This design comes from an exercise in tuning for small area, a short achievable clock period and few clock cycles on the open sky130 flow, not from production work. At most, simulation tests tie the RTL to the original design; equivalence was not proved. No functional check of the RTL was part of runs 2 and 3. Power and IR drop assume default switching activity.

[flow/constraint.sdc]
create_clock -name core_clock -period 8.5 [get_ports {i_clk}]
set_input_delay 1.7000 -clock core_clock [delete_from_list [all_inputs] [get_ports {i_clk}]]
set_output_delay 1.7000 -clock core_clock [all_outputs]
set_load 0.01 [all_outputs]
[flow/design.v]
module rbd_fadd
(
    input  logic        i_clk,
    input  logic        i_rst_n,
    input  logic        i_load,
    input  logic [3:0]  i_lane_we,
    input  logic [7:0]  i_delta,
    input  logic [31:0] i_a,
    output logic        o_busy,
    output logic [31:0] o_time
);
    logic [31:0] o_sum;
    logic [2:0]  r_p;       
    logic [7:0]  r_md;      
    logic        r_dz;      
    logic [3:0]  r_st;      
    logic [4:0]  r_sh;
    logic        r_dbig;
    logic        r_xsel;    
    logic [27:0] r_w;
    assign r_w = o_time[27:0];
    logic [7:0]  r_e;
    logic        sa;
    logic [7:0]  ea;
    logic [7:0]  ea_eff;
    logic [23:0] ma;
    assign sa     = i_a[31];
    assign ea     = i_a[30:23];
    assign ea_eff = (ea == 8'd0) ? 8'd1 : ea;
    assign ma     = {ea != 8'd0, i_a[22:0]};
    logic [2:0] ld_p;
    always_comb begin
        ld_p = 3'd0;
        for (int i = 0; i < 8; i++) begin
            if (i_delta[i]) ld_p = 3'(i);
        end
    end
    always_ff @(posedge i_clk) begin
        if (i_load) begin
            r_p  <= ld_p;
            r_md <= i_delta << (3'd7 - ld_p);
            r_dz <= (i_delta == 8'd0);
        end
    end
    logic done;
    assign done   = r_st[3] && (r_w[27] || r_w[26] || (r_w == 28'd0));
    assign o_busy = |r_st;
    always_ff @(posedge i_clk) begin
        if (!i_rst_n) begin
            r_st <= '0;
        end else begin
            r_st[0] <= i_load;
            r_st[1] <= r_st[0];
            r_st[2] <= r_st[1];
            r_st[3] <= r_st[2] || (r_st[3] && !done);
        end
    end
    logic [8:0] diff;       
    logic [8:0] ndiff;      
    logic [8:0] adiff;
    assign diff  = {1'b0, ea_eff} - {1'b0, 8'd127 + {5'd0, r_p}};
    assign ndiff = {1'b0, 8'd127 + {5'd0, r_p}} - {1'b0, ea_eff};
    assign adiff = diff[8] ? ndiff : diff;
    always_ff @(posedge i_clk) begin
        if (r_st[0]) begin
            r_dbig <= diff[8] || ((diff == 9'd0) &&
                      ((r_md > ma[23:16]) || ((r_md == ma[23:16]) && (ma[15:0] == 16'd0))));
            r_sh   <= (adiff > 9'd31) ? 5'd31 : adiff[4:0];
        end
    end
    logic [26:0] y_sh;
    always_comb begin
        logic [26:0] v;
        logic        st;
        v  = r_dbig ? {ma, 3'b000} : {r_md, 19'd0};
        st = 1'b0;
        if (r_sh[0]) begin st = st | v[0];          v = v >> 1;  end
        if (r_sh[1]) begin st = st | (|v[1:0]);     v = v >> 2;  end
        if (r_sh[2]) begin st = st | (|v[3:0]);     v = v >> 4;  end
        if (r_sh[3]) begin st = st | (|v[7:0]);     v = v >> 8;  end
        if (r_sh[4]) begin st = st | (|v[15:0]);    v = v >> 16; end
        y_sh = v | {26'd0, st};
    end
    logic [26:0] x;
    logic [27:0] s;
    assign x = r_xsel ? {r_md, 19'd0} : {ma, 3'b000};
    rbd_add #(.W(28)) u_add (
        .i_a    ({1'b0, x}),
        .i_b    (r_w),
        .i_cin  (sa),
        .o_sum  (s),
        .o_cout ()
    );
    always_ff @(posedge i_clk) begin
        if (r_st[1]) begin
            o_time[27:0] <= {sa, sa ? ~y_sh : y_sh};
            r_xsel <= r_dbig;
        end else if (r_st[2]) begin
            o_time[27:0] <= s;
            r_e <= r_dbig ? (8'd127 + {5'd0, r_p}) : ea_eff;
        end else if (done) begin
            o_time <= o_sum;
        end else if (r_st[3]) begin
            o_time[27:0] <= {r_w[26:0], 1'b0};
            r_e <= r_e - 8'd1;
        end else begin
            for (int k = 0; k < 4; k++) begin
                if (i_lane_we[k]) o_time[8*k +: 8] <= i_delta;
            end
        end
    end
    logic [23:0] m;
    logic        g;
    logic        stk;
    logic        up;
    logic [24:0] mant;
    logic [7:0]  e2;
    assign m    = r_w[27] ? r_w[27:4] : r_w[26:3];
    assign g    = r_w[27] ? r_w[3] : r_w[2];
    assign stk  = r_w[27] ? (|r_w[2:0]) : (|r_w[1:0]);
    assign up   = g & (stk | m[0]);
    rbd_add #(.W(25)) u_round (
        .i_a    ({1'b0, m}),
        .i_b    (25'd0),
        .i_cin  (up),
        .o_sum  (mant),
        .o_cout ()
    );
    logic [7:0]  e_1;
    logic [7:0]  e_2;
    logic        rc;
    assign e_1  = r_e + 8'd1;
    assign e_2  = r_e + 8'd2;
    assign rc   = up & (&m);
    assign e2   = (r_w[27] & rc) ? e_2 : ((r_w[27] | rc) ? e_1 : r_e);
    always_comb begin
        if (ea == 8'hFF) begin
            o_sum = i_a | {9'd0, i_a[22:0] != 23'd0, 22'd0};
        end else if (r_dz) begin
            o_sum = (i_a[30:0] == 31'd0) ? 32'd0 : i_a;
        end else if (!r_w[27] && !r_w[26]) begin
            o_sum = 32'd0;
        end else begin
            o_sum = {sa & ~r_dbig, e2, mant[22:0]};
        end
    end
endmodule
module rbd_add
#(
    parameter int W = 8
)
(
    input  logic [W-1:0] i_a,
    input  logic [W-1:0] i_b,
    input  logic         i_cin,
    output logic [W-1:0] o_sum,
    output logic         o_cout
);
    logic [W-1:0] g;
    logic [W-1:0] p;
    logic [W-1:0] cg;
    logic [W-1:0] cp;
    always_comb begin
        g  = i_a & i_b;
        p  = i_a ^ i_b;
        cg = g;
        cp = p;
        cg[0] = g[0] | (p[0] & i_cin);
        for (int d = 1; d < W; d = d * 2) begin
            for (int i = 2 * d - 1; i < W; i = i + 2 * d) begin
                cg[i] = cg[i] | (cp[i] & cg[i - d]);
                cp[i] = cp[i] & cp[i - d];
            end
        end
        for (int d = 1 << ($clog2(W) - 1); d >= 1; d = d / 2) begin
            for (int i = 3 * d - 1; i < W; i = i + 2 * d) begin
                cg[i] = cg[i] | (cp[i] & cg[i - d]);
                cp[i] = cp[i] & cp[i - d];
            end
        end
        o_sum  = p ^ {cg[W-2:0], i_cin};
        o_cout = cg[W-1];
    end
endmodule
module rbd_front
(
    input  logic        i_clk,
    input  logic        i_rst_n,
    input  logic        i_valid,
    input  logic [7:0]  i_data_byte,
    input  logic        i_full,
    input  logic        i_hdr_taken,
    input  logic [31:0] i_prev,         
    input  logic        i_words_out,    
    output logic        o_stall,
    output logic        o_push,
    output logic        o_hdr_direct,   
    output logic [9:0]  o_entry,        
    output logic        o_hdr_pending,
    output logic        o_time_busy,
    output logic [3:0]  o_flags,
    output logic [3:0]  o_pflags,       
    output logic [31:0] o_time,
    output logic [31:0] o_len,
    output logic [7:0]  o_type,
    output logic [31:0] o_param
);
    localparam int PH_MARKER  = 0;
    localparam int PH_TIME    = 1;
    localparam int PH_LENGTH  = 2;
    localparam int PH_TYPE    = 3;
    localparam int PH_PARAM   = 4;
    localparam int PH_CONTENT = 5;
    logic [5:0]  r_ph;       
    logic [1:0]  r_idx;
    logic [3:0]  r_flags;    
    logic [3:0]  r_hflags;   
    logic [31:0] r_time;
    logic [3:0]  time_lane_we;
    logic [7:0]  r_type;
    logic [31:0] r_param;
    logic [31:0] r_remain;
    logic        r_pending;
    logic        r_plast;    
    logic        take;
    logic        len_done;
    logic        param_done;
    logic        rem_last;
    logic        len_zero;
    logic [31:0] rem_dec;
    rbd_add #(.W(32)) u_dec (
        .i_a    (r_remain),
        .i_b    (32'hFFFF_FFFF),
        .i_cin  (1'b0),
        .o_sum  (rem_dec),
        .o_cout ()
    );
    assign len_done   = r_flags[3] || (r_idx == 2'd3);
    assign param_done = r_flags[2] || (r_idx == 2'd3);
    assign rem_last   = (r_remain == 32'd1);
    assign len_zero   = (r_remain == 32'd0);
    assign o_stall = (r_pending && !r_ph[PH_MARKER]) ||
                     (i_words_out && (r_ph[PH_TYPE] | r_ph[PH_PARAM])) ||
                     (i_full && (r_ph[PH_CONTENT] || r_plast));
    assign take    = i_valid && !o_stall;
    assign o_hdr_direct = take && r_ph[PH_PARAM] && param_done && !o_time_busy;
    assign o_push  = take && (r_ph[PH_CONTENT] || (r_ph[PH_PARAM] && param_done && o_time_busy));
    assign o_entry = r_ph[PH_CONTENT] ? {1'b1, rem_last, i_data_byte} : {1'b0, len_zero, 8'd0};
    assign o_hdr_pending = r_pending;
    assign o_flags = r_hflags;
    assign o_pflags = r_flags;
    assign o_time  = r_time;
    assign o_len   = r_remain;
    assign o_type  = r_type;
    assign o_param = r_param;
    rbd_fadd u_fadd (
        .i_clk   (i_clk),
        .i_rst_n (i_rst_n),
        .i_load    (take && r_ph[PH_TIME] && r_flags[0]),
        .i_lane_we (time_lane_we),
        .i_delta   (i_data_byte),
        .i_a       (i_prev),
        .o_busy    (o_time_busy),
        .o_time    (r_time)
    );
    always_comb begin
        for (int k = 0; k < 4; k++) begin
            time_lane_we[k] = take && r_ph[PH_TIME] && !r_flags[0] && (r_idx == 2'(k));
        end
    end
    always_ff @(posedge i_clk) begin
        if (!i_rst_n) begin
            r_ph      <= 6'b000001;
            r_idx     <= '0;
            r_pending <= 1'b0;
            r_plast   <= 1'b0;
        end else begin
            if (i_hdr_taken) r_pending <= 1'b0;
            if (take) begin
                if (r_ph[PH_MARKER]) begin
                    r_ph <= 6'b000010;
                end
                if (r_ph[PH_TIME]) begin
                    r_idx <= r_flags[0] ? 2'd0 : r_idx + 2'd1;
                    if (r_flags[0] || r_idx == 2'd3) r_ph <= 6'b000100;
                end
                if (r_ph[PH_LENGTH]) begin
                    r_idx <= len_done ? 2'd0 : r_idx + 2'd1;
                    if (len_done) r_ph <= r_flags[1] ? 6'b001000 : 6'b010000;
                    if (len_done && !r_flags[1]) r_plast <= r_flags[2];
                end
                if (r_ph[PH_TYPE]) begin
                    r_ph    <= 6'b010000;
                    r_plast <= r_flags[2];
                end
                if (r_ph[PH_PARAM]) begin
                    r_idx   <= param_done ? 2'd0 : r_idx + 2'd1;
                    r_plast <= !param_done && (r_idx == 2'd2);
                    if (param_done) begin
                        r_pending <= o_time_busy;
                        r_ph <= len_zero ? 6'b000001 : 6'b100000;
                    end
                end
                if (r_ph[PH_CONTENT]) begin
                    if (rem_last) r_ph <= 6'b000001;
                end
            end
        end
    end
    always_ff @(posedge i_clk) begin
        if (take) begin
            if (r_ph[PH_MARKER]) begin
                r_flags <= i_data_byte[3:0];
            end
            if (r_ph[PH_PARAM] && !r_flags[1]) begin
                r_type <= 8'd0;
            end
            if (r_ph[PH_LENGTH]) begin
                if (r_idx == 2'd0) r_remain <= {24'd0, i_data_byte};
                else r_remain[8*r_idx +: 8] <= i_data_byte;
            end
            if (r_ph[PH_TYPE]) begin
                r_type <= i_data_byte;
            end
            if (r_ph[PH_PARAM]) begin
                if (r_idx == 2'd0) r_param <= {24'd0, i_data_byte};
                else r_param[8*r_idx +: 8] <= i_data_byte;
                if (param_done) begin
                    r_hflags <= r_flags;
                end
            end
            if (r_ph[PH_CONTENT]) begin
                r_remain <= rem_dec;
            end
        end
    end
endmodule
module rbd_queue
#(
    parameter int DEPTH = 2
)
(
    input  logic       i_clk,
    input  logic       i_rst_n,
    input  logic       i_push,
    input  logic [9:0] i_item,
    input  logic       i_pop,
    output logic       o_full,
    output logic       o_valid,
    output logic [9:0] o_item
);
    localparam int AW = (DEPTH > 1) ? $clog2(DEPTH) : 1;
    localparam int CW = $clog2(DEPTH + 1);
    logic [9:0]    r_mem [0:DEPTH-1];
    logic [AW-1:0] r_wr;
    logic [AW-1:0] r_rd;
    logic [CW-1:0] r_count;
    assign o_full  = (r_count == CW'(DEPTH));
    assign o_valid = (r_count != '0);
    assign o_item  = r_mem[r_rd];
    always_ff @(posedge i_clk) begin
        if (i_push) begin
            r_mem[r_wr] <= i_item;
        end
    end
    always_ff @(posedge i_clk) begin
        if (!i_rst_n) begin
            r_wr    <= '0;
            r_rd    <= '0;
            r_count <= '0;
        end else begin
            if (i_push) begin
                r_wr <= (r_wr == AW'(DEPTH - 1)) ? '0 : r_wr + AW'(1);
            end
            if (i_pop) begin
                r_rd <= (r_rd == AW'(DEPTH - 1)) ? '0 : r_rd + AW'(1);
            end
            if (i_push && !i_pop) begin
                r_count <= r_count + CW'(1);
            end else if (i_pop && !i_push) begin
                r_count <= r_count - CW'(1);
            end
        end
    end
endmodule
module rbd_back
(
    input  logic        i_clk,
    input  logic        i_rst_n,
    input  logic        i_q_valid,
    input  logic [9:0]  i_q_item,
    input  logic        i_time_busy,
    input  logic        i_hdr_direct,   
    input  logic        i_len_zero,
    input  logic [3:0]  i_dflags,
    input  logic [3:0]  i_flags,
    input  logic [31:0] i_time,
    input  logic [31:0] i_len,
    input  logic        i_stall,
    output logic        o_pop,
    output logic        o_hdr_taken,
    output logic        o_valid,
    output logic        o_kind,
    output logic        o_last,
    output logic [7:0]  o_byte,
    output logic [3:0]  o_flags,
    output logic [31:0] o_time,
    output logic [31:0] o_len
);
    logic free;
    assign free        = !o_valid || !i_stall;
    assign o_pop       = i_q_valid && free && (i_q_item[9] || !i_time_busy);
    assign o_hdr_taken = o_pop && !i_q_item[9];
    always_ff @(posedge i_clk) begin
        if (!i_rst_n) begin
            o_time <= '0;
        end else if (o_hdr_taken || i_hdr_direct) begin
            o_time <= i_time;
        end
    end
    always_ff @(posedge i_clk) begin
        if (!i_rst_n) begin
            o_valid <= 1'b0;
        end else if (free) begin
            o_valid <= o_pop || i_hdr_direct;
        end
    end
    always_ff @(posedge i_clk) begin
        if (o_pop) begin
            o_kind <= i_q_item[9];
            o_last <= i_q_item[8];
            o_byte <= i_q_item[7:0];
        end else if (i_hdr_direct) begin
            o_kind <= 1'b0;
            o_last <= i_len_zero;
        end
        if (o_hdr_taken) begin
            o_flags <= i_flags;
            o_len   <= i_len;
        end else if (i_hdr_direct) begin
            o_flags <= i_dflags;
            o_len   <= i_len;
        end
    end
endmodule
module replay_block_deframer_core
(
    input  logic        i_clk,
    input  logic        i_rst_n,
    input  logic        i_valid,
    output logic        o_stall,
    input  logic [7:0]  i_data_byte,
    output logic        o_valid,
    input  logic        i_stall,
    output logic        o_result_kind,
    output logic [3:0]  o_marker_bits,
    output logic [31:0] o_timestamp_bits,
    output logic [31:0] o_content_length,
    output logic [7:0]  o_block_type,
    output logic [31:0] o_block_param,
    output logic [7:0]  o_content_byte,
    output logic        o_last_of_block
);
    logic        push;
    logic        hdr_direct;
    logic [3:0]  p_pflags;
    logic        full;
    logic        q_valid;
    logic        pop;
    logic        hdr_taken;
    logic        time_busy;
    logic [9:0]  push_item;
    logic [9:0]  q_item;
    logic [3:0]  p_flags;
    logic [31:0] p_time;
    logic [31:0] p_len;
    logic [7:0]  p_type;
    logic [31:0] p_param;
    assign o_block_type     = p_type;
    assign o_block_param    = p_param;
    rbd_front u_front (
        .i_clk         (i_clk),
        .i_rst_n       (i_rst_n),
        .i_valid       (i_valid),
        .i_data_byte   (i_data_byte),
        .i_full        (full),
        .i_hdr_taken   (hdr_taken),
        .i_words_out   (q_valid || o_valid),
        .i_prev        (o_timestamp_bits),
        .o_stall       (o_stall),
        .o_push        (push),
        .o_hdr_direct  (hdr_direct),
        .o_pflags      (p_pflags),
        .o_entry       (push_item),
        .o_hdr_pending (),
        .o_time_busy   (time_busy),
        .o_flags       (p_flags),
        .o_time        (p_time),
        .o_len         (p_len),
        .o_type        (p_type),
        .o_param       (p_param)
    );
    rbd_queue u_queue (
        .i_clk   (i_clk),
        .i_rst_n (i_rst_n),
        .i_push  (push),
        .i_item  (push_item),
        .i_pop   (pop),
        .o_full  (full),
        .o_valid (q_valid),
        .o_item  (q_item)
    );
    rbd_back u_back (
        .i_clk       (i_clk),
        .i_rst_n     (i_rst_n),
        .i_q_valid   (q_valid),
        .i_q_item    (q_item),
        .i_time_busy (time_busy),
        .i_hdr_direct(hdr_direct),
        .i_len_zero  (push_item[8]),
        .i_dflags    (p_pflags),
        .i_flags     (p_flags),
        .i_time      (p_time),
        .i_len       (p_len),
        .i_stall     (i_stall),
        .o_pop       (pop),
        .o_hdr_taken (hdr_taken),
        .o_valid     (o_valid),
        .o_kind      (o_result_kind),
        .o_last      (o_last_of_block),
        .o_byte      (o_content_byte),
        .o_flags     (o_marker_bits),
        .o_time      (o_timestamp_bits),
        .o_len       (o_content_length)
    );
endmodule
[flow/flow/run.sh]
#!/bin/bash
# The standard layout, with the port buffers made from the smallest plain
# buffer cell instead of the resizer's default choice.
set -euo pipefail
export BUFFER_PORTS_ARGS="-buffer_cell sky130_fd_sc_hd__buf_1"
bash standard.sh finish > standard.log 2>&1
[flow/standard.sh]
#!/bin/bash
# synth_recipe.tcl (not shown) runs the flow's synth.tcl, then flattens the netlist and writes it again
# the make line also repeats each setting of config.mk as NAME=value (left out here)
make -C /OpenROAD-flow-scripts/flow DESIGN_CONFIG=/design/flow/config.mk WORK_HOME=/design/flow/orfs CLKGATE_MAP_FILE= SYNTH_SCRIPT=/design/flow/synth_recipe.tcl "${@:-finish}"
[flow/config.mk]
export PLATFORM = sky130hd
export DESIGN_NAME = replay_block_deframer_core
export DESIGN_NICKNAME = replay_block_deframer_core
export VERILOG_FILES = /design/flow/design.v
export SDC_FILE = /design/flow/constraint.sdc
export NUM_CORES = 4
export LEC_CHECK = 0
export CAP_MARGIN = 20
export CORE_MARGIN = 2
export CORE_UTILIZATION = 40
export CTS_CLUSTER_DIAMETER = 100
export CTS_CLUSTER_SIZE = 22
export SETUP_SLACK_MARGIN = 5
export SLEW_MARGIN = 20
==> flow_summary.rst, run 1 <==
.. list-table::
   :header-rows: 1

   * - Metric
     - Value
   * - Type of the tightest min-delay check
     - reg -> reg
   * - Final net count
     - 2028
   * - Drc violations
     - 0
   * - Post-detailed-route count of antenna-violating nets
     - 0
   * - Crit-path slowest cell
     - sky130_fd_sc_hd__edfxtp_1
   * - Clock Latency Late Sink
     - 0.53 ns
   * - Ports placed on the boundary
     - 132
   * - Fraction of layout cells with a size suffix above 1
     - 12.1%
   * - Final estimated routing congestion in global placement
     - 0.914
   * - Row Count
     - 76
   * - Maximum resistive drop on vdd
     - 0.147 mV
   * - Via count
     - 14700
   * - Kind of end point of the critical path
     - flip-flop
   * - Combinational Power Share
     - 36.0%
   * - Result of the run
     - complete, no violations
   * - Worst-case setup slack after placement
     - 4.06 ns
   * - Main synth FF type
     - sky130_fd_sc_hd__edfxtp_1
   * - Post-route setup slack
     - 4.98 ns
   * - Syn_area_per_cell
     - 9.64 um^2
   * - CTS buffer count
     - 16
   * - Seq pwr share
     - 43.3%
   * - Worst-path clk slew
     - 0.10 ns
   * - Min cycle time layout
     - 3.52 ns
   * - Endpoints failing setup
     - 0
   * - Power Dens Cells
     - 205 mW/mm^2
   * - Post-DP HPWL
     - 38500 um
   * - Portion of the clock cycle consumed by the worst path in the final layout
     - 41.4%
   * - Depth of the CTS H-tree
     - 1
   * - Clock tree sinks
     - 257
   * - CP most frequent cell
     - sky130_fd_sc_hd__a21oi_2
   * - Number of global-route vias before repair
     - 14000
   * - Port Buf Inserts
     - 131
   * - Worst endpoint required time
     - 8.77 ns
   * - Bufs and invs on worst path
     - 1
   * - Via-per-instance ratio
     - 5.87
   * - Yosys synthesis warning count
     - 7
   * - Antenna violations before repair
     - 0
   * - Rel. slew slack
     - 40.8%
   * - Fmax
     - 284 MHz
   * - Overall overflow remaining after global route
     - 0
   * - Maximum cell stage delay along the critical path
     - 0.48 ns
   * - Area occupied by multi-input gates
     - 0.00967 mm^2
   * - Final-layout worst hold slack
     - 0.471 ns
   * - Series of cell instances along the critical path
     - buf_12, nor2b_2, ha_4, a31o_2, a21oi_2, nand4b_1, a211oi_4, a21oi_4, o21ai_2, a21o_1, fa_1, xnor2_2, nor2_2, a21oi_2, and3_1, a21oi_1
   * - Share of total power consumed by net switching
     - 37.2%
   * - Worst Setup Start Kind
     - flip-flop
   * - Total die area
     - 0.0453 mm^2
   * - Crit Path Max Fanout
     - 6
   * - Number of fillers in the final layout
     - 4138
   * - Global-route wire length before repair
     - 83900 um
   * - Overall track demand over capacity in global routing
     - 24.0%
   * - Worst Tran Pin Value
     - 0.885 ns
   * - Arrival time at the worst endpoint
     - 3.80 ns
   * - Sequential element share of the synthesized area
     - 41.2%
   * - Antenna fix cells
     - 0
   * - Async SR Flop Fraction
     - 0%
   * - Number of distinct library cells after synthesis
     - 83
   * - Post-layout util
     - 45.7%
   * - RSZ-0062 raised after global routing
     - yes
   * - Type of the worst setup path
     - reg -> reg
   * - Internal power of the cells
     - 2.54 mW
   * - Layout Cells excl Fill
     - 2506
   * - Die H
     - 213 um
   * - Final Routed Wirelength
     - 55000 um
   * - Post-synthesis register bit count
     - 257
   * - Mapped Nets
     - 1928
   * - Post-Syn Instances
     - 1811
   * - Max-capacitance violation count
     - 0
   * - Routed wire per std cell
     - 22.0 um
   * - Initial core utilization
     - 40.5%
   * - Total Neg Setup Slack
     - 0 ns
   * - Final Hold Fails
     - 0
   * - DRC marker count from the first detailed-route iteration
     - 1480
   * - Fin. max-slew vios
     - 0
   * - Static Leakage
     - 7.47 nW
   * - Clk_skew
     - 0.0159 ns
   * - Footprint of the flip-flops and latches
     - 0.00723 mm^2
   * - Max clock buf depth
     - 3
   * - Area Overhead vs Synth
     - 12.8%
   * - DP Cell Count
     - 2437
   * - Area inside the core boundary
     - 0.0431 mm^2
   * - Switching pwr
     - 1.50 mW
   * - TritonCTS clock tree
     - yes
   * - Kind of cell adding the most delay to the critical path
     - compound AO/OA/AOI/OAI gates
   * - Maximum number of pins on one net before global-route repair
     - 48
   * - Drt first pass iters
     - 7
   * - Number of synthesized flops with an enable pin
     - 205
   * - Floorplan die width
     - 213 um
   * - Area of the mapped netlist
     - 0.0175 mm^2
   * - Buffer type at the clock tree root
     - sky130_fd_sc_hd__clkbuf_16
   * - Clock group share of total power
     - 20.7%
==> stage by stage <==
step                      power [mW]  cell area (um^2)
after floorplan                 2.66             17500
after global placement          3.05             18500
after detailed placement        3.08             18500
after CTS                       3.97             19300
after global routing            4.25             19700
final                           4.04             19700
==> what timing repair did <==
action                                  CTS  global route
resized for setup                        46            53
hold buffers                              0             0
cloned                                    3             0
endpoints found under the setup margin   60            34
endpoints found under the hold margin     0             0
setup buffers                            14            24
pin swaps                                15            28
==> final timing paths <==
| check | startpoint | end | slack (ns) | depth (start not counted) |
|---|---|---|---|---|
| setup / recovery | u_front.u_fadd.r_xsel | u_front.u_fadd.o_time[25] | 4.98 | 16 |
| setup reg to reg | u_front.u_fadd.r_xsel | u_front.u_fadd.o_time[25] | 4.98 | 16 |
| hold reg to reg | u_front.r_plast | u_front.r_plast | 0.47 | 2 |
| hold / removal | u_front.r_plast | u_front.r_plast | 0.47 | 2 |
==> power groups by stage <==
stage	clock network [mW]	registers [mW]	logic (mW)
detailed placement	0	1.78	1.30
finish	0.835	1.75	1.46
floorplan	0	1.73	0.924
global route	0.893	1.77	1.59
global placement	0	1.77	1.28
CTS	0.853	1.75	1.37
==> cells in the final DEF (no fill, tap or decap), types with 22 or more instances in the layout <==
| cell type | n |
|---|---|
| sky130_fd_sc_hd__nand3_1 | 25 |
| sky130_fd_sc_hd__nand2_1 | 149 |
| sky130_fd_sc_hd__o21ai_0 | 129 |
| sky130_fd_sc_hd__a21oi_1 | 94 |
| sky130_fd_sc_hd__nand2b_1 | 31 |
| sky130_fd_sc_hd__mux2_2 | 26 |
| sky130_fd_sc_hd__dfxtp_1 | 41 |
| sky130_fd_sc_hd__edfxtp_1 | 205 |
| sky130_fd_sc_hd__inv_1 | 112 |
| sky130_fd_sc_hd__buf_1 | 130 |
| sky130_fd_sc_hd__buf_4 | 61 |
| sky130_fd_sc_hd__mux4_2 | 25 |
| sky130_fd_sc_hd__xnor2_1 | 55 |
| sky130_fd_sc_hd__and2_1 | 27 |
| sky130_fd_sc_hd__a21o_1 | 23 |
| sky130_fd_sc_hd__nor2_1 | 134 |
| sky130_fd_sc_hd__mux2i_1 | 77 |
| sky130_fd_sc_hd__a221oi_1 | 22 |
| sky130_fd_sc_hd__nor2b_1 | 30 |
| sky130_fd_sc_hd__xor2_1 | 29 |
| sky130_fd_sc_hd__ha_1 | 86 |
| sky130_fd_sc_hd__o21ai_1 | 32 |
==> worst register-to-register path: stages, from the launching register on <==
cell                       delay, ns
sky130_fd_sc_hd__edfxtp_1       0.48
sky130_fd_sc_hd__buf_12         0.19
sky130_fd_sc_hd__nor2b_2        0.16
sky130_fd_sc_hd__ha_4           0.22
sky130_fd_sc_hd__a31o_2         0.26
sky130_fd_sc_hd__a21oi_2        0.14
sky130_fd_sc_hd__nand4b_1       0.19
sky130_fd_sc_hd__a211oi_4       0.12
sky130_fd_sc_hd__a21oi_4        0.21
sky130_fd_sc_hd__o21ai_2        0.09
sky130_fd_sc_hd__a21o_1         0.18
sky130_fd_sc_hd__fa_1           0.41
sky130_fd_sc_hd__xnor2_2        0.17
sky130_fd_sc_hd__nor2_2         0.06
sky130_fd_sc_hd__a21oi_2        0.15
sky130_fd_sc_hd__and3_1         0.17
sky130_fd_sc_hd__a21oi_1        0.06
==> synth_stat cells, types with 23 or more instances <==
cell type / instances / area share (%)
sky130_fd_sc_hd__mux2_2: 26 / 1.7
sky130_fd_sc_hd__a21oi_1: 109 / 3.1
sky130_fd_sc_hd__nor2b_1: 33 / 1.2
sky130_fd_sc_hd__xor2_1: 29 / 1.5
sky130_fd_sc_hd__nand3_1: 25 / 0.72
sky130_fd_sc_hd__ha_1: 91 / 6.5
sky130_fd_sc_hd__clkbuf_1: 98 / 2.1
sky130_fd_sc_hd__edfxtp_1: 205 / 35
sky130_fd_sc_hd__nor2_1: 137 / 2.9
sky130_fd_sc_hd__o21ai_1: 29 / 0.83
sky130_fd_sc_hd__and2_1: 28 / 1.0
sky130_fd_sc_hd__a21o_1: 23 / 0.99
sky130_fd_sc_hd__nand2b_1: 36 / 1.3
sky130_fd_sc_hd__nand2_1: 152 / 3.3
sky130_fd_sc_hd__o21ai_0: 138 / 4.0
sky130_fd_sc_hd__mux2i_1: 77 / 4.4
sky130_fd_sc_hd__dfxtp_1: 52 / 6.0
sky130_fd_sc_hd__mux4_2: 25 / 3.2
sky130_fd_sc_hd__inv_1: 116 / 2.5
sky130_fd_sc_hd__xnor2_1: 56 / 2.8
==> state kept, by name (all words and copies together), names as in the netlist, 5 cells and up, named ones only <==
signal                 flops
u_back.o_byte              8
u_back.o_len              32
u_back.o_time             32
u_front.r_param           24
u_front.r_ph               6
u_front.r_remain          24
u_front.r_type             8
u_front.u_fadd.o_time     32
u_front.u_fadd.r_e         8
u_front.u_fadd.r_md        8
u_front.u_fadd.r_sh        5
u_queue.r_mem             20
==> kinds of logic after synthesis <==
logic type      share of synthesized area, %
fa+ha+maj                               8.18
flops                                   41.2
mux                                     9.57
buf+inv                                 5.35
compound gates                          16.8
simple gates                            14.6
xor+xnor                                4.26
==> layer usage <==
| metal | global-route usage, % | vias up | part of all wire (%) |
|---|---|---|---|
| met5 | 0 | - | 0 |
| met2 | 37.8 | 557 | 45 |
| met1 | 33.8 | 7277 | 44 |
| met4 | 7.43 | 0 | 3.5 |
| met3 | 3.87 | 103 | 7.0 |
| li1 | - | 6781 | - |
==> final cells by class <==
cell class	count	share of cell area (%)
Multi-Input combinational cell	1314	49.1
Sequential cell	257	36.7
Inverter	120	2.33
Clock buffer	25	2.31
Clock inverter	3	0.184
Timing Repair Buffer	201	5.63
Timing Repair inverter	1	0.0381
Tap cell	585	3.72
Testbench counts, summed over its fixed seeds: cycles 13,035.
==> run 2, diff against run 1 <==
--- a/flow/design.v
+++ b/flow/design.v
@@ -92,12 +92,12 @@
         .o_cout ()
     );
     always_ff @(posedge i_clk) begin
-        if (r_st[1]) begin
-            o_time[27:0] <= {sa, sa ? ~y_sh : y_sh};
-            r_xsel <= r_dbig;
-        end else if (r_st[2]) begin
+        if (r_st[2]) begin
             o_time[27:0] <= s;
             r_e <= r_dbig ? (8'd127 + {5'd0, r_p}) : ea_eff;
+        end else if (r_st[1]) begin
+            o_time[27:0] <= {sa, sa ? ~y_sh : y_sh};
+            r_xsel <= r_dbig;
         end else if (done) begin
             o_time <= o_sum;
         end else if (r_st[3]) begin
==> flow_summary.rst, run 2 <==
.. list-table::
   :header-rows: 1

   * - Metric
     - Value
   * - Result of the run
     - complete, no violations
   * - Yosys synthesis warning count
     - 7
   * - Global-route wire length before repair
     - 86800 um
   * - RSZ-0062 raised after global routing
     - yes
   * - Final Hold Fails
     - 0
   * - Combinational Power Share
     - 29.7%
   * - Maximum resistive drop on vdd
     - 0.140 mV
   * - DRC marker count from the first detailed-route iteration
     - 1533
   * - Share of total power consumed by net switching
     - 34.5%
   * - TritonCTS clock tree
     - yes
   * - Internal power of the cells
     - 2.30 mW
   * - Worst Setup Start Kind
     - flip-flop
   * - Post-route cell area
     - 0.0196 mm^2
   * - Reg2Reg Setup Slack
     - 4.89 ns
   * - CTS buffer count
     - 16
   * - Total die area
     - 0.0454 mm^2
   * - Main synth FF type
     - sky130_fd_sc_hd__edfxtp_1
   * - Clk_skew
     - 0.0202 ns
   * - Die H
     - 213 um
   * - Drt first pass iters
     - 7
   * - Antenna violations before repair
     - 0
   * - Crit-path slowest cell
     - sky130_fd_sc_hd__fa_2
   * - Type of the worst setup path
     - reg -> reg
   * - Ranking of synthesized cells by instance count
     - sky130_fd_sc_hd__edfxtp_1, sky130_fd_sc_hd__nor2_1, sky130_fd_sc_hd__nand2_1
   * - Share of the synthesized area in the top cell type
     - 35.2%
   * - Largest registers ranked by flip-flop count
     - u_back.o_len (32), u_back.o_time (32), u_front.u_fadd.o_time (32)
   * - Final net count
     - 2006
   * - Ports placed on the boundary
     - 132
   * - Depth of the CTS H-tree
     - 1
   * - Static Leakage
     - 7.45 nW
   * - Type of the tightest min-delay check
     - reg -> reg
   * - Power Dens Cells
     - 179 mW/mm^2
   * - Post-synthesis register bit count
     - 257
   * - Final estimated routing congestion in global placement
     - 0.935
   * - Rel. slew slack
     - 26.1%
   * - Number of distinct library cells after synthesis
     - 84
   * - Sink of the worst hold path
     - u_back.o_len[1]
   * - Area of the mapped netlist
     - 0.0175 mm^2
   * - Fin. max-slew vios
     - 0
   * - Endpoints failing setup
     - 0
   * - Crit Path Max Fanout
     - 8
   * - Clock Latency Late Sink
     - 0.51 ns
   * - Sequential element share of the synthesized area
     - 41.2%
   * - Arrival time at the worst endpoint
     - 3.93 ns
   * - Top cells by area in the synthesized netlist
     - sky130_fd_sc_hd__edfxtp_1, sky130_fd_sc_hd__ha_1, sky130_fd_sc_hd__dfxtp_1, sky130_fd_sc_hd__mux2i_1, sky130_fd_sc_hd__nor2_1
   * - Overall track demand over capacity in global routing
     - 24.9%
   * - Reg2Reg Launch Point
     - u_front.u_fadd.r_xsel
   * - Floorplan die width
     - 213 um
   * - Kind of end point of the critical path
     - flip-flop
   * - Total Neg Setup Slack
     - 0 ns
   * - Largest area contributor in the synthesized netlist
     - sky130_fd_sc_hd__edfxtp_1
   * - Async SR Flop Fraction
     - 0%
   * - Antenna fix cells
     - 0
   * - Fraction of layout cells with a size suffix above 1
     - 12.8%
   * - Number of global-route vias before repair
     - 14200
   * - Highest-count cells in the layout ignoring fill and taps
     - sky130_fd_sc_hd__edfxtp_1, sky130_fd_sc_hd__nor2_1, sky130_fd_sc_hd__buf_1
   * - Post-detailed-route count of antenna-violating nets
     - 0
   * - Buffer type at the clock tree root
     - sky130_fd_sc_hd__clkbuf_16
   * - Series of cell instances along the critical path
     - buf_6, nor2b_1, ha_1, a211oi_2, nand2_1, a221o_1, a21o_1, and2_4, and4_4, nand2b_4, a31o_4, fa_2, inv_1, a221oi_2
   * - Max-capacitance violation count
     - 0
   * - Area inside the core boundary
     - 0.0431 mm^2
   * - Capture point of the worst reg-to-reg path
     - u_front.u_fadd.o_time[22]
   * - Via-per-instance ratio
     - 6.04
   * - Initial core utilization
     - 40.6%
   * - Worst Tran Pin Value
     - 1.10 ns
   * - Via count
     - 15000
   * - Seq pwr share
     - 46.9%
   * - Clock tree sinks
     - 257
   * - Maximum number of pins on one net before global-route repair
     - 49
   * - Post-Syn Instances
     - 1790
   * - Post-DP HPWL
     - 40100 um
   * - Syn_area_per_cell
     - 9.76 um^2
   * - Portion of the clock cycle consumed by the worst path in the final layout
     - 42.4%
   * - Fmax
     - 277 MHz
   * - Worst endpoint required time
     - 8.82 ns
   * - Port Buf Inserts
     - 131
   * - Post-CTS Hold Buffers
     - 0
   * - Number of cells on the worst reg-to-reg path
     - 14
   * - Area Overhead vs Synth
     - 12.2%
   * - Leading cell type in the layout, fill and taps excluded
     - sky130_fd_sc_hd__edfxtp_1
   * - Maximum cell stage delay along the critical path
     - 0.52 ns
   * - Min cycle time layout
     - 3.61 ns
   * - Drc violations
     - 0
   * - Clock group share of total power
     - 23.4%
   * - Final Routed Wirelength
     - 57700 um
   * - Cell area after placement
     - 0.0185 mm^2
   * - Mapped Nets
     - 1907
   * - Max clock buf depth
     - 3
   * - Cell count of the worst hold path
     - 0
   * - Row Count
     - 76
   * - Worst-path clk slew
     - 0.10 ns
   * - Count leader, synth
     - sky130_fd_sc_hd__edfxtp_1
   * - Overall overflow remaining after global route
     - 0
   * - Routed wire per std cell
     - 23.2 um
   * - Number of synthesized flops with an enable pin
     - 205
   * - Switching pwr
     - 1.21 mW
[run 2: cell count changes after synthesis, moves of 10 or more]
| cell | delta |
|---|---|
| sky130_fd_sc_hd__a221o_1 | +11 |
| sky130_fd_sc_hd__nor3_1 | +11 |
| sky130_fd_sc_hd__nor2_1 | +19 |
| sky130_fd_sc_hd__nor2b_1 | +13 |
| sky130_fd_sc_hd__inv_1 | -15 |
| sky130_fd_sc_hd__o21ai_1 | -27 |
| sky130_fd_sc_hd__mux2i_1 | +11 |
| sky130_fd_sc_hd__mux4_2 | -10 |
| sky130_fd_sc_hd__nand2_1 | -26 |
| sky130_fd_sc_hd__a21oi_1 | -15 |
| sky130_fd_sc_hd__o21ai_0 | -27 |
| sky130_fd_sc_hd__o22ai_1 | +17 |
| sky130_fd_sc_hd__mux2_2 | +11 |
| sky130_fd_sc_hd__nand2b_1 | -13 |
[run 2: metrics by stage]
step / setup slack (ns) / std cells / utilization [%] / hold slack [ns] / power (mW)
2_1_floorplan: 4.97 / 1790 / - / 0.424 / 2.26
3_3_place_gp: 4.08 / 2418 / 42.9 / 0.445 / 2.58
3_5_place_dp: 3.98 / 2418 / 42.9 / 0.432 / 2.59
4_1_cts: 4.94 / 2463 / 44.7 / 0.452 / 3.45
5_1_grt: 4.78 / 2483 / 45.5 / 0.480 / 3.68
6_report: 4.89 / 2483 / 45.5 / 0.451 / 3.51
[run 2: cell families (layout without fill, tap and decap cells)]
group                      count (synthesis)  count (layout)  synth area share [%]
DFF                                      257             257                  41.2
buffers and inverters                    226             334                  5.21
adders and majority gates                106             106                  8.18
AOI/OAI and AO/OA                        449             449                  17.1
muxes                                    141             141                  9.44
xor gates and xnor gates                  78              78                  3.91
and+or+nand+nor                          533             533                  15.0
[run 2: worst max path at each step]
stage                                      endpoint  cells after the start                   from
after global placement    u_front.u_fadd.o_time[27]                     15  u_front.u_fadd.r_xsel
after CTS                 u_front.u_fadd.o_time[22]                     16  u_front.u_fadd.r_xsel
after floorplan           u_front.u_fadd.o_time[23]                     15  u_front.u_fadd.r_xsel
final                     u_front.u_fadd.o_time[22]                     14  u_front.u_fadd.r_xsel
after global routing      u_front.u_fadd.o_time[22]                     14  u_front.u_fadd.r_xsel
after detailed placement  u_front.u_fadd.o_time[23]                     15  u_front.u_fadd.r_xsel
[run 2: layer usage]
| layer | vias up | global-route usage, % | wire (um) |
|---|---|---|---|
| met5 | - | 0 | 0 |
| li1 | 6774 | - | - |
| met4 | 0 | 8.83 | 2340 |
| met3 | 123 | 3.88 | 4530 |
| met2 | 663 | 38.9 | 26000 |
| met1 | 7446 | 35.2 | 24800 |
[run 2: power by group through the flow]
stage | Sequential, mW | Combinational (mW) | Clock [mW]
after global routing | 1.66 | 1.14 | 0.880
after floorplan | 1.63 | 0.631 | 0
final | 1.65 | 1.04 | 0.821
after detailed placement | 1.67 | 0.920 | 0
after CTS | 1.64 | 0.972 | 0.834
after global placement | 1.67 | 0.906 | 0
[run 2: worst max-delay path: cells and delay by family (launching register included)]
family / cells / cell delay (ns)
buffers and inverters: 2 / 0.22
AND/OR/NAND/NOR: 5 / 0.73
adder cells (fa/ha/maj): 2 / 0.78
flip-flops: 1 / 0.43
AO/OA/AOI/OAI: 5 / 1.24
[run 2: repair_timing]
| item | in CTS | in global routing |
|---|---|---|
| pin swaps | 8 | 21 |
| buffers inserted | 17 | 19 |
| setup endpoints to repair | 67 | 37 |
| cloned | 1 | 1 |
| gates resized for setup | 51 | 53 |
[run 2: area by class of cell]
class	instances	area, um^2
Tap cell	585	732
Sequential cell	257	7230
Inverter	109	428
Clock inverter	4	35.0
Timing Repair Buffer	197	1040
Multi-Input combinational cell	1307	9690
Timing Repair inverter	1	7.51
Fill cell	4144	23500
Clock buffer	23	448
==> run 3, diff against run 2 <==
--- a/flow/design.v
+++ b/flow/design.v
@@ -92,12 +92,12 @@
         .o_cout ()
     );
     always_ff @(posedge i_clk) begin
-        if (r_st[2]) begin
-            o_time[27:0] <= s;
-            r_e <= r_dbig ? (8'd127 + {5'd0, r_p}) : ea_eff;
-        end else if (r_st[1]) begin
+        if (r_st[1]) begin
             o_time[27:0] <= {sa, sa ? ~y_sh : y_sh};
             r_xsel <= r_dbig;
+        end else if (r_st[2]) begin
+            o_time[27:0] <= s;
+            r_e <= r_dbig ? (8'd127 + {5'd0, r_p}) : ea_eff;
         end else if (done) begin
             o_time <= o_sum;
         end else if (r_st[3]) begin
@@ -189,17 +189,15 @@
     input  logic        i_valid,
     input  logic [7:0]  i_data_byte,
     input  logic        i_full,
-    input  logic        i_hdr_taken,
     input  logic [31:0] i_prev,         
     input  logic        i_words_out,    
     output logic        o_stall,
     output logic        o_push,
-    output logic        o_hdr_direct,   
-    output logic [9:0]  o_entry,        
-    output logic        o_hdr_pending,
+    output logic [8:0]  o_entry,        
+    output logic        o_hdr_done,     
+    output logic        o_len_zero,
     output logic        o_time_busy,
     output logic [3:0]  o_flags,
-    output logic [3:0]  o_pflags,       
     output logic [31:0] o_time,
     output logic [31:0] o_len,
     output logic [7:0]  o_type,
@@ -213,15 +211,12 @@
     localparam int PH_CONTENT = 5;
     logic [5:0]  r_ph;       
     logic [1:0]  r_idx;
-    logic [3:0]  r_flags;    
-    logic [3:0]  r_hflags;   
+    logic [3:0]  r_flags;
     logic [31:0] r_time;
     logic [3:0]  time_lane_we;
     logic [7:0]  r_type;
     logic [31:0] r_param;
-    logic [31:0] r_remain;
-    logic        r_pending;
-    logic        r_plast;    
+    logic [31:0] r_remain;   
     logic        take;
     logic        len_done;
     logic        param_done;
@@ -239,23 +234,22 @@
     assign param_done = r_flags[2] || (r_idx == 2'd3);
     assign rem_last   = (r_remain == 32'd1);
     assign len_zero   = (r_remain == 32'd0);
-    assign o_stall = (r_pending && !r_ph[PH_MARKER]) ||
+    assign o_stall = (o_time_busy && r_ph[PH_TIME]) ||
                      (i_words_out && (r_ph[PH_TYPE] | r_ph[PH_PARAM])) ||
-                     (i_full && (r_ph[PH_CONTENT] || r_plast));
+                     (i_full && r_ph[PH_CONTENT]);
     assign take    = i_valid && !o_stall;
-    assign o_hdr_direct = take && r_ph[PH_PARAM] && param_done && !o_time_busy;
-    assign o_push  = take && (r_ph[PH_CONTENT] || (r_ph[PH_PARAM] && param_done && o_time_busy));
-    assign o_entry = r_ph[PH_CONTENT] ? {1'b1, rem_last, i_data_byte} : {1'b0, len_zero, 8'd0};
-    assign o_hdr_pending = r_pending;
-    assign o_flags = r_hflags;
-    assign o_pflags = r_flags;
+    assign o_hdr_done = take && r_ph[PH_PARAM] && param_done;
+    assign o_len_zero = len_zero;
+    assign o_push     = take && r_ph[PH_CONTENT];
+    assign o_entry    = {rem_last, i_data_byte};
+    assign o_flags = r_flags;
     assign o_time  = r_time;
     assign o_len   = r_remain;
     assign o_type  = r_type;
     assign o_param = r_param;
     rbd_fadd u_fadd (
-        .i_clk   (i_clk),
-        .i_rst_n (i_rst_n),
+        .i_clk     (i_clk),
+        .i_rst_n   (i_rst_n),
         .i_load    (take && r_ph[PH_TIME] && r_flags[0]),
         .i_lane_we (time_lane_we),
         .i_delta   (i_data_byte),
@@ -270,40 +264,29 @@
     end
     always_ff @(posedge i_clk) begin
         if (!i_rst_n) begin
-            r_ph      <= 6'b000001;
-            r_idx     <= '0;
-            r_pending <= 1'b0;
-            r_plast   <= 1'b0;
-        end else begin
-            if (i_hdr_taken) r_pending <= 1'b0;
-            if (take) begin
-                if (r_ph[PH_MARKER]) begin
-                    r_ph <= 6'b000010;
-                end
-                if (r_ph[PH_TIME]) begin
-                    r_idx <= r_flags[0] ? 2'd0 : r_idx + 2'd1;
-                    if (r_flags[0] || r_idx == 2'd3) r_ph <= 6'b000100;
-                end
-                if (r_ph[PH_LENGTH]) begin
-                    r_idx <= len_done ? 2'd0 : r_idx + 2'd1;
-                    if (len_done) r_ph <= r_flags[1] ? 6'b001000 : 6'b010000;
-                    if (len_done && !r_flags[1]) r_plast <= r_flags[2];
-                end
-                if (r_ph[PH_TYPE]) begin
-                    r_ph    <= 6'b010000;
-                    r_plast <= r_flags[2];
-                end
-                if (r_ph[PH_PARAM]) begin
-                    r_idx   <= param_done ? 2'd0 : r_idx + 2'd1;
-                    r_plast <= !param_done && (r_idx == 2'd2);
-                    if (param_done) begin
-                        r_pending <= o_time_busy;
-                        r_ph <= len_zero ? 6'b000001 : 6'b100000;
-                    end
-                end
-                if (r_ph[PH_CONTENT]) begin
-                    if (rem_last) r_ph <= 6'b000001;
-                end
+            r_ph  <= 6'b000001;
+            r_idx <= '0;
+        end else if (take) begin
+            if (r_ph[PH_MARKER]) begin
+                r_ph <= 6'b000010;
+            end
+            if (r_ph[PH_TIME]) begin
+                r_idx <= r_flags[0] ? 2'd0 : r_idx + 2'd1;
+                if (r_flags[0] || r_idx == 2'd3) r_ph <= 6'b000100;
+            end
+            if (r_ph[PH_LENGTH]) begin
+                r_idx <= len_done ? 2'd0 : r_idx + 2'd1;
+                if (len_done) r_ph <= r_flags[1] ? 6'b001000 : 6'b010000;
+            end
+            if (r_ph[PH_TYPE]) begin
+                r_ph <= 6'b010000;
+            end
+            if (r_ph[PH_PARAM]) begin
+                r_idx <= param_done ? 2'd0 : r_idx + 2'd1;
+                if (param_done) r_ph <= len_zero ? 6'b000001 : 6'b100000;
+            end
+            if (r_ph[PH_CONTENT]) begin
+                if (rem_last) r_ph <= 6'b000001;
             end
         end
     end
@@ -312,9 +295,6 @@
             if (r_ph[PH_MARKER]) begin
                 r_flags <= i_data_byte[3:0];
             end
-            if (r_ph[PH_PARAM] && !r_flags[1]) begin
-                r_type <= 8'd0;
-            end
             if (r_ph[PH_LENGTH]) begin
                 if (r_idx == 2'd0) r_remain <= {24'd0, i_data_byte};
                 else r_remain[8*r_idx +: 8] <= i_data_byte;
@@ -325,9 +305,7 @@
             if (r_ph[PH_PARAM]) begin
                 if (r_idx == 2'd0) r_param <= {24'd0, i_data_byte};
                 else r_param[8*r_idx +: 8] <= i_data_byte;
-                if (param_done) begin
-                    r_hflags <= r_flags;
-                end
+                if (!r_flags[1]) r_type <= 8'd0;
             end
             if (r_ph[PH_CONTENT]) begin
                 r_remain <= rem_dec;
@@ -343,15 +321,15 @@
     input  logic       i_clk,
     input  logic       i_rst_n,
     input  logic       i_push,
-    input  logic [9:0] i_item,
+    input  logic [8:0] i_item,
     input  logic       i_pop,
     output logic       o_full,
     output logic       o_valid,
-    output logic [9:0] o_item
+    output logic [8:0] o_item
 );
     localparam int AW = (DEPTH > 1) ? $clog2(DEPTH) : 1;
     localparam int CW = $clog2(DEPTH + 1);
-    logic [9:0]    r_mem [0:DEPTH-1];
+    logic [8:0]    r_mem [0:DEPTH-1];
     logic [AW-1:0] r_wr;
     logic [AW-1:0] r_rd;
     logic [CW-1:0] r_count;
@@ -388,17 +366,16 @@
     input  logic        i_clk,
     input  logic        i_rst_n,
     input  logic        i_q_valid,
-    input  logic [9:0]  i_q_item,
-    input  logic        i_time_busy,
-    input  logic        i_hdr_direct,   
+    input  logic [8:0]  i_q_item,       
+    input  logic        i_hdr_done,
     input  logic        i_len_zero,
-    input  logic [3:0]  i_dflags,
+    input  logic        i_time_busy,
     input  logic [3:0]  i_flags,
     input  logic [31:0] i_time,
     input  logic [31:0] i_len,
     input  logic        i_stall,
     output logic        o_pop,
-    output logic        o_hdr_taken,
+    output logic        o_busy,         
     output logic        o_valid,
     output logic        o_kind,
     output logic        o_last,
@@ -407,39 +384,46 @@
     output logic [31:0] o_time,
     output logic [31:0] o_len
 );
+    logic r_wait;    
     logic free;
-    assign free        = !o_valid || !i_stall;
-    assign o_pop       = i_q_valid && free && (i_q_item[9] || !i_time_busy);
-    assign o_hdr_taken = o_pop && !i_q_item[9];
+    logic time_we;
+    assign free    = o_valid ? !i_stall : !r_wait;
+    assign o_pop   = i_q_valid && free;
+    assign o_busy  = o_valid || r_wait;
+    assign time_we = (i_hdr_done && !i_time_busy) || (r_wait && !i_time_busy);
     always_ff @(posedge i_clk) begin
         if (!i_rst_n) begin
             o_time <= '0;
-        end else if (o_hdr_taken || i_hdr_direct) begin
+        end else if (time_we) begin
             o_time <= i_time;
         end
     end
     always_ff @(posedge i_clk) begin
         if (!i_rst_n) begin
             o_valid <= 1'b0;
-        end else if (free) begin
-            o_valid <= o_pop || i_hdr_direct;
+            r_wait  <= 1'b0;
+        end else begin
+            if (time_we) begin
+                o_valid <= 1'b1;
+                r_wait  <= 1'b0;
+            end else if (i_hdr_done) begin
+                r_wait  <= 1'b1;
+            end else if (free) begin
+                o_valid <= o_pop;
+            end
         end
     end
     always_ff @(posedge i_clk) begin
         if (o_pop) begin
-            o_kind <= i_q_item[9];
+            o_kind <= 1'b1;
             o_last <= i_q_item[8];
             o_byte <= i_q_item[7:0];
-        end else if (i_hdr_direct) begin
-            o_kind <= 1'b0;
-            o_last <= i_len_zero;
         end
-        if (o_hdr_taken) begin
+        if (i_hdr_done) begin
+            o_kind  <= 1'b0;
+            o_last  <= i_len_zero;
             o_flags <= i_flags;
             o_len   <= i_len;
-        end else if (i_hdr_direct) begin
-            o_flags <= i_dflags;
-            o_len   <= i_len;
         end
     end
 endmodule
@@ -462,43 +446,37 @@
     output logic        o_last_of_block
 );
     logic        push;
-    logic        hdr_direct;
-    logic [3:0]  p_pflags;
     logic        full;
     logic        q_valid;
     logic        pop;
-    logic        hdr_taken;
+    logic        hdr_done;
+    logic        len_zero;
     logic        time_busy;
-    logic [9:0]  push_item;
-    logic [9:0]  q_item;
+    logic        back_busy;
+    logic [8:0]  push_item;
+    logic [8:0]  q_item;
     logic [3:0]  p_flags;
     logic [31:0] p_time;
     logic [31:0] p_len;
-    logic [7:0]  p_type;
-    logic [31:0] p_param;
-    assign o_block_type     = p_type;
-    assign o_block_param    = p_param;
     rbd_front u_front (
         .i_clk         (i_clk),
         .i_rst_n       (i_rst_n),
         .i_valid       (i_valid),
         .i_data_byte   (i_data_byte),
         .i_full        (full),
-        .i_hdr_taken   (hdr_taken),
-        .i_words_out   (q_valid || o_valid),
         .i_prev        (o_timestamp_bits),
+        .i_words_out   (q_valid || back_busy),
         .o_stall       (o_stall),
         .o_push        (push),
-        .o_hdr_direct  (hdr_direct),
-        .o_pflags      (p_pflags),
         .o_entry       (push_item),
-        .o_hdr_pending (),
+        .o_hdr_done    (hdr_done),
+        .o_len_zero    (len_zero),
         .o_time_busy   (time_busy),
         .o_flags       (p_flags),
         .o_time        (p_time),
         .o_len         (p_len),
-        .o_type        (p_type),
-        .o_param       (p_param)
+        .o_type        (o_block_type),
+        .o_param       (o_block_param)
     );
     rbd_queue u_queue (
         .i_clk   (i_clk),
@@ -515,16 +493,15 @@
         .i_rst_n     (i_rst_n),
         .i_q_valid   (q_valid),
         .i_q_item    (q_item),
+        .i_hdr_done  (hdr_done),
+        .i_len_zero  (len_zero),
         .i_time_busy (time_busy),
-        .i_hdr_direct(hdr_direct),
-        .i_len_zero  (push_item[8]),
-        .i_dflags    (p_pflags),
         .i_flags     (p_flags),
         .i_time      (p_time),
         .i_len       (p_len),
         .i_stall     (i_stall),
         .o_pop       (pop),
-        .o_hdr_taken (hdr_taken),
+        .o_busy      (back_busy),
         .o_valid     (o_valid),
         .o_kind      (o_result_kind),
         .o_last      (o_last_of_block),
==> flow_summary.rst, run 3 <==
.. list-table::
   :header-rows: 1

   * - Metric
     - Value
   * - Series of cell instances along the critical path
     - buf_12, buf_4, nand2b_4, inv_1, ha_1, nand4_1, a21oi_2, nand3_2, o21ai_4, a31oi_4, o211ai_1, a21o_1, a21oi_2, fa_2, xor2_1, a21oi_1, o21ai_1, a22o_1, a21oi_1
   * - Count leader, synth
     - sky130_fd_sc_hd__nand2_1
   * - Final Routed Wirelength
     - 57600 um
   * - Arrival time at the worst endpoint
     - 4.05 ns
   * - Number of distinct library cells after synthesis
     - 86
   * - Post-layout util
     - 45.5%
   * - CTS buffer count
     - 16
   * - Clock Latency Late Sink
     - 0.52 ns
   * - Number of cells on the worst reg-to-reg path
     - 19
   * - Mapped Nets
     - 1946
   * - Final net count
     - 2041
   * - Via count
     - 15100
   * - Fin. max-slew vios
     - 0
   * - Ports placed on the boundary
     - 132
   * - Port Buf Inserts
     - 131
   * - Total Neg Setup Slack
     - 0 ns
   * - Clock tree sinks
     - 250
   * - Fraction of layout cells with a size suffix above 1
     - 11.2%
   * - Worst endpoint required time
     - 8.88 ns
   * - Row Count
     - 76
   * - Worst Tran Pin Value
     - 1.08 ns
   * - Bufs and invs on worst path
     - 3
   * - Crit Path Max Fanout
     - 8
   * - Reg2Reg Setup Slack
     - 4.83 ns
   * - Max-capacitance violation count
     - 0
   * - Area inside the core boundary
     - 0.0430 mm^2
   * - Endpoints failing setup
     - 0
   * - Type of the tightest min-delay check
     - reg -> reg
   * - Rel. slew slack
     - 27.1%
   * - Portion of the clock cycle consumed by the worst path in the final layout
     - 43.2%
   * - Post-DP HPWL
     - 38700 um
   * - Power Dens Cells
     - 130 mW/mm^2
   * - Largest registers ranked by flip-flop count
     - u_back.o_len (32), u_back.o_time (32), u_front.u_fadd.o_time (32)
   * - Drc violations
     - 0
   * - Via-per-instance ratio
     - 6.00
   * - Depth of the CTS H-tree
     - 1
   * - Routed wire per std cell
     - 22.9 um
   * - Final Hold Fails
     - 0
   * - Global-route wire length before repair
     - 86200 um
   * - Crit-path slowest cell
     - sky130_fd_sc_hd__edfxtp_1
   * - Post-CTS Hold Buffers
     - 0
   * - Result of the run
     - complete, no violations
   * - Capture point of the worst reg-to-reg path
     - u_front.u_fadd.o_time[27]
   * - Maximum cell stage delay along the critical path
     - 0.41 ns
   * - Sink of the worst hold path
     - u_back.o_flags[2]
   * - Overall track demand over capacity in global routing
     - 24.8%
   * - Async SR Flop Fraction
     - 0%
   * - Initial core utilization
     - 40.4%
   * - Antenna fix cells
     - 0
   * - Total die area
     - 0.0451 mm^2
   * - Syn_area_per_cell
     - 9.50 um^2
   * - Number of global-route vias before repair
     - 14300
   * - Post-route cell area
     - 0.0196 mm^2
   * - Cell count of the worst hold path
     - 0
   * - Sequential element share of the synthesized area
     - 40.2%
   * - Min cycle time layout
     - 3.67 ns
   * - Post-Syn Instances
     - 1829
   * - Type of the worst setup path
     - reg -> reg
   * - Buffer type at the clock tree root
     - sky130_fd_sc_hd__clkbuf_16
   * - Drt first pass iters
     - 8
   * - Final estimated routing congestion in global placement
     - 0.922
   * - Antenna violations before repair
     - 0
   * - Kind of end point of the critical path
     - flip-flop
   * - CP Depth
     - 19
   * - Reg2Reg Launch Point
     - u_front.u_fadd.r_xsel
   * - Area Overhead vs Synth
     - 12.7%
   * - Post-detailed-route count of antenna-violating nets
     - 0
   * - Overall overflow remaining after global route
     - 0
   * - Cell area after placement
     - 0.0183 mm^2
   * - Startpoint of the tightest hold check path
     - u_front.r_flags[2]
   * - Worst Setup Start Kind
     - flip-flop
   * - Static Leakage
     - 7.15 nW
   * - DRC marker count from the first detailed-route iteration
     - 1636
   * - Number of synthesized flops with an enable pin
     - 198
   * - Post-synthesis register bit count
     - 250
   * - Highest-count cells in the layout ignoring fill and taps
     - sky130_fd_sc_hd__nand2_1, sky130_fd_sc_hd__edfxtp_1, sky130_fd_sc_hd__buf_1
   * - Kind of cell adding the most delay to the critical path
     - compound AO/OA/AOI/OAI gates
   * - Maximum number of pins on one net before global-route repair
     - 52
   * - Main synth FF type
     - sky130_fd_sc_hd__edfxtp_1
   * - Max clock buf depth
     - 3
   * - Yosys synthesis warning count
     - 7
   * - Leading cell type in the layout, fill and taps excluded
     - sky130_fd_sc_hd__nand2_1
   * - Die H
     - 212 um
   * - Fmax
     - 272 MHz
   * - Clk_skew
     - 0.0222 ns
   * - Share of the synthesized area in the top cell type
     - 34.2%
   * - Ranking of synthesized cells by instance count
     - sky130_fd_sc_hd__nand2_1, sky130_fd_sc_hd__edfxtp_1, sky130_fd_sc_hd__o21ai_0
   * - Worst-path clk slew
     - 0.10 ns
   * - Largest area contributor in the synthesized netlist
     - sky130_fd_sc_hd__edfxtp_1
   * - Area of the mapped netlist
     - 0.0174 mm^2
   * - Floorplan die width
     - 212 um
   * - TritonCTS clock tree
     - yes
   * - Top cells by area in the synthesized netlist
     - sky130_fd_sc_hd__edfxtp_1, sky130_fd_sc_hd__ha_1, sky130_fd_sc_hd__dfxtp_1, sky130_fd_sc_hd__nand2_1, sky130_fd_sc_hd__o21ai_0
   * - Maximum resistive drop on vdd
     - 0.143 mV
   * - RSZ-0062 raised after global routing
     - yes
## run 3: per-layer routing
metal	wire [um]	vias to the layer above	share of wire (%)	GRT usage [%]
met4	1880	0	3.3	7.98
li1	-	6839	-	-
met1	25000	7448	43	34.5
met2	26500	701	46	40.0
met3	4170	122	7.2	3.28
met5	0	-	0	0
## run 3: cell families after synthesis
group           share of synthesized area, %
mux                                     8.18
compound gates                          18.4
simple gates                            15.3
xor+xnor                                4.19
fa+ha+maj                               8.25
buf+inv                                 5.44
flops                                   40.2
## run 3: report_power, final
group | leakage (nW) | switching [mW] | total (mW) | internal, mW
Combinational | 4.66 | 0.172 | 0.280 | 0.108
Sequential | 2.23 | 0.0363 | 1.40 | 1.36
Clock | 0.251 | 0.446 | 0.865 | 0.419
## run 3: final cells by class
cell class	instances	area, um^2
clock inverter	4	66.3
multi-input combinational	1344	9710
timing repair buffer	192	1130
inverter	120	454
clock buffer	23	458
sequential	250	7010
tap	585	732
fill	4192	23400
## run 3: through the flow
| stage | cells | total power [mW] | setup WS [ns] | hold WS [ns] |
|---|---|---|---|---|
| after floorplan | 1829 | 1.60 | 4.94 | 0.421 |
| after global placement | 2454 | 1.68 | 4.08 | 0.441 |
| after detailed placement | 2454 | 1.69 | 3.99 | 0.439 |
| after CTS | 2503 | 2.55 | 4.82 | 0.463 |
| after global routing | 2518 | 2.62 | 4.75 | 0.496 |
| final | 2518 | 2.54 | 4.83 | 0.464 |
## run 3: repair_timing
action	in CTS	in global routing
pin swaps	5	27
buffers inserted	20	11
gates cloned	2	3
setup endpoints to repair	146	63
gates resized for setup	43	42
## run 3: worst reg2reg max path, cell delays in order (launching register included)
cell,delay [ns]
sky130_fd_sc_hd__edfxtp_1,0.41
sky130_fd_sc_hd__buf_12,0.14
sky130_fd_sc_hd__buf_4,0.14
sky130_fd_sc_hd__nand2b_4,0.13
sky130_fd_sc_hd__inv_1,0.05
sky130_fd_sc_hd__ha_1,0.31
sky130_fd_sc_hd__nand4_1,0.14
sky130_fd_sc_hd__a21oi_2,0.19
sky130_fd_sc_hd__nand3_2,0.13
sky130_fd_sc_hd__o21ai_4,0.23
sky130_fd_sc_hd__a31oi_4,0.13
sky130_fd_sc_hd__o211ai_1,0.24
sky130_fd_sc_hd__a21o_1,0.17
sky130_fd_sc_hd__a21oi_2,0.06
sky130_fd_sc_hd__fa_2,0.38
sky130_fd_sc_hd__xor2_1,0.14
sky130_fd_sc_hd__a21oi_1,0.11
sky130_fd_sc_hd__o21ai_1,0.07
sky130_fd_sc_hd__a22o_1,0.25
sky130_fd_sc_hd__a21oi_1,0.11
## run 3: worst max-delay path by stage
stage,start,to,slack (ns)
2_1_floorplan,u_front.u_fadd.o_time[27],u_front.u_fadd.o_time[18],4.94
3_3_place_gp,u_front.u_fadd.r_xsel,u_front.u_fadd.o_time[27],4.08
3_5_place_dp,u_front.u_fadd.r_xsel,u_front.u_fadd.o_time[27],3.99
4_1_cts,u_front.u_fadd.r_xsel,u_front.u_fadd.o_time[27],4.82
5_1_grt,u_front.u_fadd.r_xsel,u_front.u_fadd.o_time[27],4.75
6_report,u_front.u_fadd.r_xsel,u_front.u_fadd.o_time[27],4.83
==> run 4, diff against run 3 <==
--- a/flow/design.v
+++ b/flow/design.v
@@ -315,7 +315,7 @@
 endmodule
 module rbd_queue
 #(
-    parameter int DEPTH = 2
+    parameter int DEPTH = 3
 )
 (
     input  logic       i_clk,
==> flow_summary.rst, run 4 <==
.. list-table::
   :header-rows: 1

   * - Metric
     - Value
   * - Largest registers ranked by flip-flop count
     - u_back.o_len (32), u_back.o_time (32), u_front.u_fadd.o_time (32)
   * - Mapped Nets
     - 1947
   * - Final net count
     - 2034
   * - Power after layout
     - 2.64 mW
   * - Row Count
     - 76
   * - Area inside the core boundary
     - 0.0432 mm^2
   * - Number of global-route vias before repair
     - 14200
   * - Final estimated routing congestion in global placement
     - 0.915
   * - Fin. max-slew vios
     - 0
   * - Crit Path Max Fanout
     - 14
   * - Largest area contributor in the synthesized netlist
     - sky130_fd_sc_hd__edfxtp_1
   * - Arrival time at the worst endpoint
     - 3.96 ns
   * - Yosys synthesis warning count
     - 7
   * - Count leader, synth
     - sky130_fd_sc_hd__nand2_1
   * - Ranking of synthesized cells by instance count
     - sky130_fd_sc_hd__nand2_1, sky130_fd_sc_hd__edfxtp_1, sky130_fd_sc_hd__o21ai_0
   * - Sequential element share of the synthesized area
     - 41.7%
   * - Fraction of layout cells with a size suffix above 1
     - 10.5%
   * - Syn_area_per_cell
     - 9.60 um^2
   * - Clock tree sinks
     - 262
   * - Floorplan die width
     - 214 um
   * - Leading cell type in the layout, fill and taps excluded
     - sky130_fd_sc_hd__nand2_1
   * - Maximum resistive drop on vdd
     - 0.137 mV
   * - Post-synthesis register bit count
     - 262
   * - Overall track demand over capacity in global routing
     - 24.1%
   * - Port Buf Inserts
     - 131
   * - Seq pwr share
     - 55.8%
   * - Clock group share of total power
     - 33.6%
   * - Post-route setup slack
     - 4.91 ns
   * - Clock Latency Late Sink
     - 0.52 ns
   * - Main synth FF type
     - sky130_fd_sc_hd__edfxtp_1
   * - Worst endpoint required time
     - 8.87 ns
   * - Routed wire per std cell
     - 22.2 um
   * - Static Leakage
     - 7.19 nW
   * - Internal power of the cells
     - 1.96 mW
   * - Met2 wire length
     - 25800 um
   * - Min cycle time layout
     - 3.59 ns
   * - DRC marker count from the first detailed-route iteration
     - 1482
   * - Post-Syn Instances
     - 1830
   * - Area Overhead vs Synth
     - 12.0%
   * - Type of the worst setup path
     - reg -> reg
   * - Series of cell instances along the critical path
     - buf_12, nor2b_1, ha_1, a21o_1, a21o_1, a221oi_4, o21ai_4, a31oi_4, o211ai_1, a21o_1, a21oi_2, fa_1, nand2_1, nor2_1, a21oi_2, nand2_1, o21ai_1
   * - Share of the synthesized area in the top cell type
     - 35.4%
   * - Combinational Power Share
     - 10.6%
   * - Worst Setup Start Kind
     - flip-flop
   * - Ports placed on the boundary
     - 132
   * - Result of the run
     - complete, no violations
   * - Async SR Flop Fraction
     - 0%
   * - Combinational family with the most area after synthesis
     - compound AO/OA/AOI/OAI gates
   * - Switching pwr
     - 687 uW
==> run 4: cell types whose count changed after synthesis, sizes merged, moves of 11 or more <==
cell | before | now
o21ai | 136 | 115
clkbuf | 87 | 99
mux2 | 34 | 22
nand2b | 31 | 20
nand3 | 21 | 32
nor2 | 117 | 106
==> run 4: cell type report <==
class / count / area [um^2]
timing repair inverter: 3 / 15.0
sequential: 262 / 7340
fill: 4170 / 23500
multi-input combinational: 1330 / 9590
tap: 585 / 732
inverter: 115 / 450
clock inverter: 5 / 83.8
clock buffer: 24 / 462
timing repair buffer: 188 / 1010
==> run 4: layer usage <==
metal  vias to the layer above  global-route usage [%]
li1                       6835                       -
met5                         -                       0
met1                      7218                    32.9
met3                       128                    3.06
met2                       663                    38.8
met4                         0                    9.84
==> run 4: cell families after synthesis <==
kind of cell               Yosys count
adders and majority gates          106
xor gates and xnor gates            82
AOI/OAI and AO/OA                  470
DFF                                262
muxes                              107
buffers and inverters              238
and+or+nand+nor                    565
==> run 4: power groups by stage <==
stage / clock (mW) / combinational (mW) / sequential [mW]
finish: 0.889 / 0.280 / 1.47
global placement: 0 / 0.263 / 1.50
CTS: 0.907 / 0.273 / 1.47
global route: 0.946 / 0.307 / 1.48
detailed placement: 0 / 0.268 / 1.50
floorplan: 0 / 0.178 / 1.50
==> run 4: through the flow <==
stage,instance area [um^2],utilization (%),instances,hold WS [ns]
after floorplan,17600,-,1830,0.421
after global placement,18600,43.0,2451,0.445
final,19700,45.6,2512,0.468
after global routing,19700,45.6,2512,0.483
after detailed placement,18600,43.0,2451,0.443
after CTS,19400,44.9,2494,0.470
==> run 4: final timing paths <==
path	from	slack, ns	endpoint	cells after the start
setup / recovery	u_front.u_fadd.r_xsel	4.91	u_front.u_fadd.o_time[26]	17
hold / removal	u_front.r_flags[2]	0.47	u_back.o_flags[2]	0
setup reg to reg	u_front.u_fadd.r_xsel	4.91	u_front.u_fadd.o_time[26]	17
hold reg to reg	u_front.r_flags[2]	0.47	u_back.o_flags[2]	0
==> run 4: worst max-delay path: cells and delay by family (launching register included) <==
family | cells | cell delay [ns]
fa+ha+maj | 2 | 0.67
flops | 1 | 0.44
simple gates | 4 | 0.32
buf+inv | 1 | 0.18
compound gates | 10 | 1.81
==> run 4: repair_timing <==
item,4_1_cts,5_1_grt
gates resized for setup,41,40
setup endpoints to repair,101,91
setup buffers,11,16
gates cloned,3,1
pin swaps,10,12
Testbench counts of run 4, summed over its fixed seeds: cycles 12,648.

[port drivers added, routing unchanged]
How much do the figures lean on ideal ports? The routed layouts below were timed once more, with nothing changed but the port constraints.
Step 1 sets driving cells, clkbuf_16 on the clock port and buf_2 on the other inputs (assumed; they add their load-dependent delay and slew).
Step 2, shift: input delay + t, output delay - t, t = (earliest + latest rising clock arrival at the registers) / 2. This alone moves slack from input paths to output paths.
Three values: ideal ports, drivers, drivers and shift; two values: the first two.
| run | t, ns | setup WS [ns] | pins driven straight from the clock port |
|---|---|---|---|
| run 1 | 0.568 | 4.979 / 4.979 / 4.640 | 1 |
| run 2 | 0.550 | 4.894 / 4.894 / 4.662 | 1 |
| run 3 | 0.564 | 4.826 / 4.826 / 4.607 | 1 |
| run 4 | 0.560 | 4.910 / 4.910 / 4.593 | 1 |
After both steps every run listed still meets setup and hold. For run 1, which loses most, drivers alone change the setup slack by 0.000 ns; drivers and shift together by -0.339 ns.
